Background: an optimization exercise with open tools, aiming at small area, a short achievable clock period and few clock cycles per item. Do not read the settings as production practice.
In this exercise RTL edits were held to simulation tests only and were not proved equivalent to the original.

==> inputs of fjord <==
Design sorted_deadline_timer_list, start of the top module:
module sorted_deadline_timer_list #(
   parameter int NUM_TIMERS = 16
) (
   input  logic                          clock,
   input  logic                          reset,
   input  logic                          req_tvalid,
   output logic                          req_tready,
   input  logic [1:0]                    req_tuser,   
   input  logic [sdtl_pkg::ReqDataW-1:0] req_tdata,
   output logic                          rsp_tvalid,
   input  logic                          rsp_tready,
   output logic [sdtl_pkg::RspDataW-1:0] rsp_tdata
);
   localparam int N = 16;
   function automatic logic ult(input logic [31:0] a, input logic [31:0] b);
      ult = (a < b);
   endfunction
   function automatic logic ahead(input logic ab, input logic [31:0] a,
                                  input logic [31:0] e, input logic [31:0] bnd);
      logic lo, hi;
      hi = ult(e, bnd);
      lo = ult(a, e);
      ahead = ab ? (lo & hi) : (lo | hi);
   endfunction
   function automatic logic before_now(input logic [31:0] now, input logic [31:0] f);
      before_now = now[31] ^ f[31] ^ (now[30:0] < f[30:0]);
   endfunction
   logic adv;    
   logic rdy;    
   logic        s2_v;
   logic [1:0]  s2_op;
   logic [3:0]  s2_id;
   logic [31:0] s2_fn;     
   logic [31:0] s2_b;      
   logic [31:0] in_now;
   logic        in_start, in_exp;
   assign in_now   = req_tdata[35:4];
   assign in_start = (req_tuser == sdtl_pkg::OP_START);
   assign in_exp   = (req_tuser == sdtl_pkg::OP_EXPIRE);
   always_ff @(posedge clock) begin
      if (reset) begin
         s2_v <= 1'b0;
      end else if (adv) begin
         s2_v <= req_tvalid & rdy;
      end
   end
   always_ff @(posedge clock) begin
      if (adv) begin
         s2_op <= req_tuser;
         s2_id <= req_tdata[3:0];
         s2_fn <= in_start ? req_tdata[67:36] + {1'b0, req_tdata[98:68]} : in_now;
         s2_b  <= {~in_now[31], in_now[30:0]} + {31'd0, in_exp};
      end
   end
   logic [N-1:0] lv;
   logic [3:0]   lid [N];
   logic [31:0]  lf  [N];
   logic        s3_v;
   logic [1:0]  s3_op;
   logic [3:0]  s3_id;
  ...
==> flow/config.mk <==
export PLATFORM = sky130hd
export DESIGN_NAME = sorted_deadline_timer_list
export DESIGN_NICKNAME = sorted_deadline_timer_list
export VERILOG_FILES = /design/flow/design.v
export SDC_FILE = /design/flow/constraint.sdc
export NUM_CORES = 4
export LEC_CHECK = 0
export CAP_MARGIN = 20
export CORE_MARGIN = 2
export CORE_UTILIZATION = 35
export PLACE_DENSITY = 0.5
export SETUP_SLACK_MARGIN = 3.3
export SLEW_MARGIN = 20
==> flow/constraint.sdc <==
create_clock -name core_clock -period 7.0 [get_ports {clock}]
set_input_delay 1.4000 -clock core_clock [delete_from_list [all_inputs] [get_ports {clock}]]
set_output_delay 1.4000 -clock core_clock [all_outputs]
set_load 0.01 [all_outputs]
run.sh (not shown) runs the stock make flow with config.mk's settings and CLKGATE_MAP_FILE= SYNTH_SCRIPT=/design/flow/synth_recipe.tcl, a recipe that flattens the netlist after the stock synthesis.
==> inputs of delta, as changes to fjord <==
--- a/flow/design.v
+++ b/flow/design.v
@@ -43,52 +43,69 @@
    input  logic [1:0]                    req_tuser,   
    input  logic [sdtl_pkg::ReqDataW-1:0] req_tdata,
    output logic                          rsp_tvalid,
    input  logic                          rsp_tready,
    output logic [sdtl_pkg::RspDataW-1:0] rsp_tdata
 );
    localparam int N = 16;
+   function automatic logic ult_ci(input logic [31:0] a, input logic [31:0] b,
+                                   input logic ci);
+      logic [31:0] g, p;
+      g = ~a & b;
+      p = ~a | b;
+      for (int w = 1; w < 32; w = w * 2) begin
+         for (int i = 31; i >= 0; i--) begin
+            if ((i % (2 * w)) == (2 * w - 1)) begin
+               g[i] = g[i] | (p[i] & g[i-w]);
+               p[i] = p[i] & p[i-w];
+            end
+         end
+      end
+      ult_ci = g[31] | (ci & p[31]);
+   endfunction
    function automatic logic ult(input logic [31:0] a, input logic [31:0] b);
-      ult = (a < b);
+      ult = ult_ci(a, b, 1'b0);
    endfunction
    function automatic logic ahead(input logic ab, input logic [31:0] a,
-                                  input logic [31:0] e, input logic [31:0] bnd);
+                                  input logic [31:0] e, input logic [31:0] bnd,
+                                  input logic bi);
       logic lo, hi;
-      hi = ult(e, bnd);
+      hi = ult_ci(e, bnd, bi);
       lo = ult(a, e);
       ahead = ab ? (lo & hi) : (lo | hi);
    endfunction
    function automatic logic before_now(input logic [31:0] now, input logic [31:0] f);
-      before_now = now[31] ^ f[31] ^ (now[30:0] < f[30:0]);
+      before_now = now[31] ^ f[31] ^ ult({1'b0, now[30:0]}, {1'b0, f[30:0]});
    endfunction
-   logic adv;    
    logic rdy;    
    logic        s2_v;
    logic [1:0]  s2_op;
    logic [3:0]  s2_id;
    logic [31:0] s2_fn;     
-   logic [31:0] s2_b;      
+   logic [31:0] s2_now;
+   logic        s2_exp;    
    logic [31:0] in_now;
    logic        in_start, in_exp;
    assign in_now   = req_tdata[35:4];
    assign in_start = (req_tuser == sdtl_pkg::OP_START);
    assign in_exp   = (req_tuser == sdtl_pkg::OP_EXPIRE);
    always_ff @(posedge clock) begin
       if (reset) begin
          s2_v <= 1'b0;
-      end else if (adv) begin
+      end else begin
          s2_v <= req_tvalid & rdy;
       end
    end
    always_ff @(posedge clock) begin
-      if (adv) begin
+      begin
          s2_op <= req_tuser;
          s2_id <= req_tdata[3:0];
          s2_fn <= in_start ? req_tdata[67:36] + {1'b0, req_tdata[98:68]} : in_now;
-         s2_b  <= {~in_now[31], in_now[30:0]} + {31'd0, in_exp};
+         s2_now <= in_now;
+         s2_exp <= in_exp;
       end
    end
    logic [N-1:0] lv;
    logic [3:0]   lid [N];
    logic [31:0]  lf  [N];
    logic        s3_v;
    logic [1:0]  s3_op;
@@ -97,19 +114,21 @@
    logic [31:0] s3_now;
    logic [N-1:0] s3_ga;    
    logic [N-1:0] s3_im;    
    logic [N-1:0] sl, sr, ld, hold;
    logic         c0;
    logic [N-1:0] ga_pre, im_pre, ga_adj, im_adj;
    logic         ga_new, im_new;
-   assign c0     = ult(s2_fn, s2_b);
-   assign ga_new = ahead(c0, s2_fn, s3_fn, s2_b);
+   logic [31:0] bnd;
+   assign bnd    = {~s2_now[31], s2_now[30:0]};
+   assign c0     = ult_ci(s2_fn, bnd, s2_exp);
+   assign ga_new = ahead(c0, s2_fn, s3_fn, bnd, s2_exp);
    assign im_new = (s3_id == s2_id);
    for (genvar p = 0; p < N; p++) begin : g_pre
-      assign ga_pre[p] = ahead(c0, s2_fn, lf[p], s2_b);
+      assign ga_pre[p] = ahead(c0, s2_fn, lf[p], bnd, s2_exp);
       assign im_pre[p] = (lid[p] == s2_id);
    end
    for (genvar q = 0; q < N; q++) begin : g_adj
       logic ga_up, im_up, ga_dn, im_dn;
       if (q < N - 1) begin : g_up
          assign ga_up = ga_pre[q+1];
          assign im_up = im_pre[q+1];
@@ -128,31 +147,31 @@
                        | (ld[q] & ga_new);
       assign im_adj[q] = (hold[q] & im_pre[q]) | (sl[q] & im_up) | (sr[q] & im_dn)
                        | (ld[q] & im_new);
    end
    always_ff @(posedge clock) begin
       if (reset) begin
          s3_v <= 1'b0;
-      end else if (adv) begin
+      end else begin
          s3_v <= s2_v;
       end
    end
    always_ff @(posedge clock) begin
-      if (adv) begin
+      begin
          s3_op  <= s2_op;
          s3_id  <= s2_id;
          s3_fn  <= s2_fn;
-         s3_now <= (s2_op == sdtl_pkg::OP_START) ? {~s2_b[31], s2_b[30:0]} : s2_fn;
+         s3_now <= s2_now;
          s3_ga  <= ga_adj;
          s3_im  <= im_adj;
       end
    end
    logic go;
    logic is_start, is_stop, is_exp;
-   assign go       = adv & s3_v;
+   assign go       = s3_v;
    assign is_start = (s3_op == sdtl_pkg::OP_START);
    assign is_stop  = (s3_op == sdtl_pkg::OP_STOP);
    assign is_exp   = (s3_op == sdtl_pkg::OP_EXPIRE);
    logic [N-1:0] hit, cand, rm, ins;
    logic [N:0]   rt, it;    
    logic         fire;
    assign hit  = lv & s3_im;
@@ -250,71 +269,59 @@
    logic        r1_fired;
    logic [3:0]  r1_fid;
    logic [1:0]  r1_act;
    logic [31:0] r1_now;
    always_ff @(posedge clock) begin
       if (reset) begin
          r1_v <= 1'b0;
-      end else if (adv) begin
+      end else begin
          r1_v <= s3_v;
       end
    end
    always_ff @(posedge clock) begin
-      if (adv) begin
+      begin
          r1_fired <= n_fired;
          r1_fid   <= n_fid;
          r1_act   <= n_act;
          r1_now   <= s3_now;
       end
    end
    logic [31:0] rem;
    logic [38:0] r1_data;
    assign rem     = ((r1_act == sdtl_pkg::ACT_ARMED) && before_now(r1_now, lf[0]))
                     ? lf[0] - r1_now : 32'd0;
    assign r1_data = {rem, r1_act, r1_fid, r1_fired};
-   logic        q0_v, q1_v;
-   logic [38:0] q0_d, q1_d;
-   logic        push, pop;
-   logic        q0_vn, q1_vn;
-   assign adv  = ~(q0_v & q1_v);
-   assign push = adv & r1_v;
-   assign pop  = q0_v & rsp_tready;
-   always_comb begin
-      q0_vn = q0_v;
-      q1_vn = q1_v;
-      if (!q0_v) begin
-         q0_vn = push;
-      end else if (!q1_v) begin
-         if (pop) begin
-            q0_vn = push;
-         end else begin
-            q1_vn = push;
-         end
-      end else if (pop) begin
-         q1_vn = 1'b0;
-      end
-   end
+   localparam int QN = 5;
+   logic [38:0] q [QN];
+   logic [2:0]  qc, qc_n;           
+   logic        pop;
+   logic [2:0]  wr;                
+   logic [2:0]  flight_n;
+   logic        qv;                
+   assign pop      = qv & rsp_tready;
+   assign qc_n     = qc + {2'd0, r1_v} - {2'd0, pop};
+   assign wr       = qc - {2'd0, pop};
+   assign flight_n = {2'd0, req_tvalid & rdy} + {2'd0, s2_v} + {2'd0, s3_v};
    always_ff @(posedge clock) begin
       if (reset) begin
-         q0_v <= 1'b0;
-         q1_v <= 1'b0;
-         rdy  <= 1'b1;
+         qc  <= 3'd0;
+         qv  <= 1'b0;
+         rdy <= 1'b1;
       end else begin
-         q0_v <= q0_vn;
-         q1_v <= q1_vn;
-         rdy  <= ~(q0_vn & q1_vn);
+         qc  <= qc_n;
+         qv  <= (qc_n != 3'd0);
+         rdy <= ({1'b0, qc_n} + {1'b0, flight_n}) < 4'(QN);
       end
    end
    always_ff @(posedge clock) begin
-      if (!q0_v || (pop && !q1_v)) begin
-         q0_d <= r1_data;
-      end else if (pop) begin
-         q0_d <= q1_d;
-      end
-      if (q0_v && !q1_v && !pop) begin
-         q1_d <= r1_data;
+      for (int i = 0; i < QN; i++) begin
+         if (r1_v && wr == 3'(i)) begin
+            q[i] <= r1_data;
+         end else if (pop) begin
+            q[i] <= (i < QN - 1) ? q[(i+1)%QN] : 39'd0;
+         end
       end
    end
+   assign rsp_tvalid = qv;
+   assign rsp_tdata  = {1'b0, q[0]};
    assign req_tready = rdy;
-   assign rsp_tvalid = q0_v;
-   assign rsp_tdata  = {1'b0, q0_d};
 endmodule
==> inputs of willow, as changes to fjord <==
--- a/flow/design.v
+++ b/flow/design.v
@@ -44,47 +44,57 @@
    input  logic [sdtl_pkg::ReqDataW-1:0] req_tdata,
    output logic                          rsp_tvalid,
    input  logic                          rsp_tready,
    output logic [sdtl_pkg::RspDataW-1:0] rsp_tdata
 );
    localparam int N = 16;
    function automatic logic ult(input logic [31:0] a, input logic [31:0] b);
-      ult = (a < b);
+      logic [31:0] g, p;
+      g = ~a & b;
+      p = ~a | b;
+      for (int w = 1; w < 32; w = w * 2) begin
+         for (int i = 31; i >= 0; i--) begin
+            if ((i % (2 * w)) == (2 * w - 1)) begin
+               g[i] = g[i] | (p[i] & g[i-w]);
+               p[i] = p[i] & p[i-w];
+            end
+         end
+      end
+      ult = g[31];
    endfunction
    function automatic logic ahead(input logic ab, input logic [31:0] a,
                                   input logic [31:0] e, input logic [31:0] bnd);
       logic lo, hi;
       hi = ult(e, bnd);
       lo = ult(a, e);
       ahead = ab ? (lo & hi) : (lo | hi);
    endfunction
    function automatic logic before_now(input logic [31:0] now, input logic [31:0] f);
-      before_now = now[31] ^ f[31] ^ (now[30:0] < f[30:0]);
+      before_now = now[31] ^ f[31] ^ ult({1'b0, now[30:0]}, {1'b0, f[30:0]});
    endfunction
-   logic adv;    
    logic rdy;    
    logic        s2_v;
    logic [1:0]  s2_op;
    logic [3:0]  s2_id;
    logic [31:0] s2_fn;     
    logic [31:0] s2_b;      
    logic [31:0] in_now;
    logic        in_start, in_exp;
    assign in_now   = req_tdata[35:4];
    assign in_start = (req_tuser == sdtl_pkg::OP_START);
    assign in_exp   = (req_tuser == sdtl_pkg::OP_EXPIRE);
    always_ff @(posedge clock) begin
       if (reset) begin
          s2_v <= 1'b0;
-      end else if (adv) begin
+      end else begin
          s2_v <= req_tvalid & rdy;
       end
    end
    always_ff @(posedge clock) begin
-      if (adv) begin
+      begin
          s2_op <= req_tuser;
          s2_id <= req_tdata[3:0];
          s2_fn <= in_start ? req_tdata[67:36] + {1'b0, req_tdata[98:68]} : in_now;
          s2_b  <= {~in_now[31], in_now[30:0]} + {31'd0, in_exp};
       end
    end
    logic [N-1:0] lv;
@@ -128,31 +138,31 @@
                        | (ld[q] & ga_new);
       assign im_adj[q] = (hold[q] & im_pre[q]) | (sl[q] & im_up) | (sr[q] & im_dn)
                        | (ld[q] & im_new);
    end
    always_ff @(posedge clock) begin
       if (reset) begin
          s3_v <= 1'b0;
-      end else if (adv) begin
+      end else begin
          s3_v <= s2_v;
       end
    end
    always_ff @(posedge clock) begin
-      if (adv) begin
+      begin
          s3_op  <= s2_op;
          s3_id  <= s2_id;
          s3_fn  <= s2_fn;
          s3_now <= (s2_op == sdtl_pkg::OP_START) ? {~s2_b[31], s2_b[30:0]} : s2_fn;
          s3_ga  <= ga_adj;
          s3_im  <= im_adj;
       end
    end
    logic go;
    logic is_start, is_stop, is_exp;
-   assign go       = adv & s3_v;
+   assign go       = s3_v;
    assign is_start = (s3_op == sdtl_pkg::OP_START);
    assign is_stop  = (s3_op == sdtl_pkg::OP_STOP);
    assign is_exp   = (s3_op == sdtl_pkg::OP_EXPIRE);
    logic [N-1:0] hit, cand, rm, ins;
    logic [N:0]   rt, it;    
    logic         fire;
    assign hit  = lv & s3_im;
@@ -250,71 +260,59 @@
    logic        r1_fired;
    logic [3:0]  r1_fid;
    logic [1:0]  r1_act;
    logic [31:0] r1_now;
    always_ff @(posedge clock) begin
       if (reset) begin
          r1_v <= 1'b0;
-      end else if (adv) begin
+      end else begin
          r1_v <= s3_v;
       end
    end
    always_ff @(posedge clock) begin
-      if (adv) begin
+      begin
          r1_fired <= n_fired;
          r1_fid   <= n_fid;
          r1_act   <= n_act;
          r1_now   <= s3_now;
       end
    end
    logic [31:0] rem;
    logic [38:0] r1_data;
    assign rem     = ((r1_act == sdtl_pkg::ACT_ARMED) && before_now(r1_now, lf[0]))
                     ? lf[0] - r1_now : 32'd0;
    assign r1_data = {rem, r1_act, r1_fid, r1_fired};
-   logic        q0_v, q1_v;
-   logic [38:0] q0_d, q1_d;
-   logic        push, pop;
-   logic        q0_vn, q1_vn;
-   assign adv  = ~(q0_v & q1_v);
-   assign push = adv & r1_v;
-   assign pop  = q0_v & rsp_tready;
-   always_comb begin
-      q0_vn = q0_v;
-      q1_vn = q1_v;
-      if (!q0_v) begin
-         q0_vn = push;
-      end else if (!q1_v) begin
-         if (pop) begin
-            q0_vn = push;
-         end else begin
-            q1_vn = push;
-         end
-      end else if (pop) begin
-         q1_vn = 1'b0;
-      end
-   end
+   localparam int QN = 5;
+   logic [38:0] q [QN];
+   logic [2:0]  qc, qc_n;           
+   logic        pop;
+   logic [2:0]  wr;                
+   logic [2:0]  flight_n;
+   logic        qv;                
+   assign pop      = qv & rsp_tready;
+   assign qc_n     = qc + {2'd0, r1_v} - {2'd0, pop};
+   assign wr       = qc - {2'd0, pop};
+   assign flight_n = {2'd0, req_tvalid & rdy} + {2'd0, s2_v} + {2'd0, s3_v};
    always_ff @(posedge clock) begin
       if (reset) begin
-         q0_v <= 1'b0;
-         q1_v <= 1'b0;
-         rdy  <= 1'b1;
+         qc  <= 3'd0;
+         qv  <= 1'b0;
+         rdy <= 1'b1;
       end else begin
-         q0_v <= q0_vn;
-         q1_v <= q1_vn;
-         rdy  <= ~(q0_vn & q1_vn);
+         qc  <= qc_n;
+         qv  <= (qc_n != 3'd0);
+         rdy <= ({1'b0, qc_n} + {1'b0, flight_n}) < 4'(QN);
       end
    end
    always_ff @(posedge clock) begin
-      if (!q0_v || (pop && !q1_v)) begin
-         q0_d <= r1_data;
-      end else if (pop) begin
-         q0_d <= q1_d;
-      end
-      if (q0_v && !q1_v && !pop) begin
-         q1_d <= r1_data;
+      for (int i = 0; i < QN; i++) begin
+         if (r1_v && wr == 3'(i)) begin
+            q[i] <= r1_data;
+         end else if (pop) begin
+            q[i] <= (i < QN - 1) ? q[(i+1)%QN] : 39'd0;
+         end
       end
    end
+   assign rsp_tvalid = qv;
+   assign rsp_tdata  = {1'b0, q[0]};
    assign req_tready = rdy;
-   assign rsp_tvalid = q0_v;
-   assign rsp_tdata  = {1'b0, q0_d};
 endmodule
==> comparison table <==
                                                                     willow       fjord       delta
Status                                     no timing/DRC/antenna violations  no timing/DRC/antenna violations  no timing/DRC/antenna violations
Relative slew margins                                                 0.180       0.269       0.209
Syn Nets                                                               7831        8477        7626
Overall routed net length                                         267000 um   242000 um   316000 um
Number of sequential storage elements                                  1006         887        1007
Pin count of the biggest net entering global routing                     71          73          71
Clock network contribution to total cell area                        0.0598      0.0488      0.0597
Buffers and inverters on the worst path                                   2           2           3
Initial antenna violation count                                           3           3          18
Number of standard cells after synthesis                               7615        7185        7412
Fin util                                                              0.408       0.412       0.436
Fraction of the cycle the final worst path needs                      0.542       0.532       0.561
Layout filler cell count                                              17400       18200       16700
Reg-to-reg critical path startpoint                                s2_fn[1]    s2_b[27]   s2_fn[21]
Max Clock Skew                                                    0.0295 ns   0.0253 ns   0.0849 ns
Number of gates resized after cts                                       140         228         516
Adder and majority cell fraction of the synthesized area             0.0457       0.230      0.0578
Last weighted congestion value of the routability-driven placer       0.985       0.886       0.989
Post-detailed-route wirelength per cell                             26.9 um     24.3 um     32.2 um
Testbench counts of fjord, summed over its fixed seeds: cycles 12,032, requests 12,000.
Testbench counts of delta, summed over its fixed seeds: cycles 12,032, requests 12,000.
Testbench counts of willow, summed over its fixed seeds: cycles 12,032, requests 12,000.

[separate check: timing with driven ports]
How much do the figures lean on ideal ports? The routed layouts below were timed once more, with nothing changed but the port constraints. Step 1: set_driving_cell puts a clkbuf_16 on clock and a buf_2 on each other input, an assumption about the parent block. Step 2 adds t to the input delays and takes it off the output delays; t is the mean of the earliest and latest rising clock arrival at the registers after step 1. Input paths then give back, and output paths get back, about the clock's delay inside the block. Three values: ideal, step 1, step 2; two values: the first two.
run | shift t [ns] | setup WS [ns] | worst register clock-pin slew, ns
fjord | 0.818 | 3.278 / 3.278 / 2.610 | 0.07 / 0.07
delta | 0.889 | 3.070 / 3.070 / 2.532 | 0.07 / 0.07
willow | 0.861 | 3.204 / 3.204 / 2.619 | 0.07 / 0.07
After both steps every run listed still meets setup and hold. For fjord, which loses most, drivers alone change the setup slack by 0.000 ns; drivers and shift together by -0.668 ns.
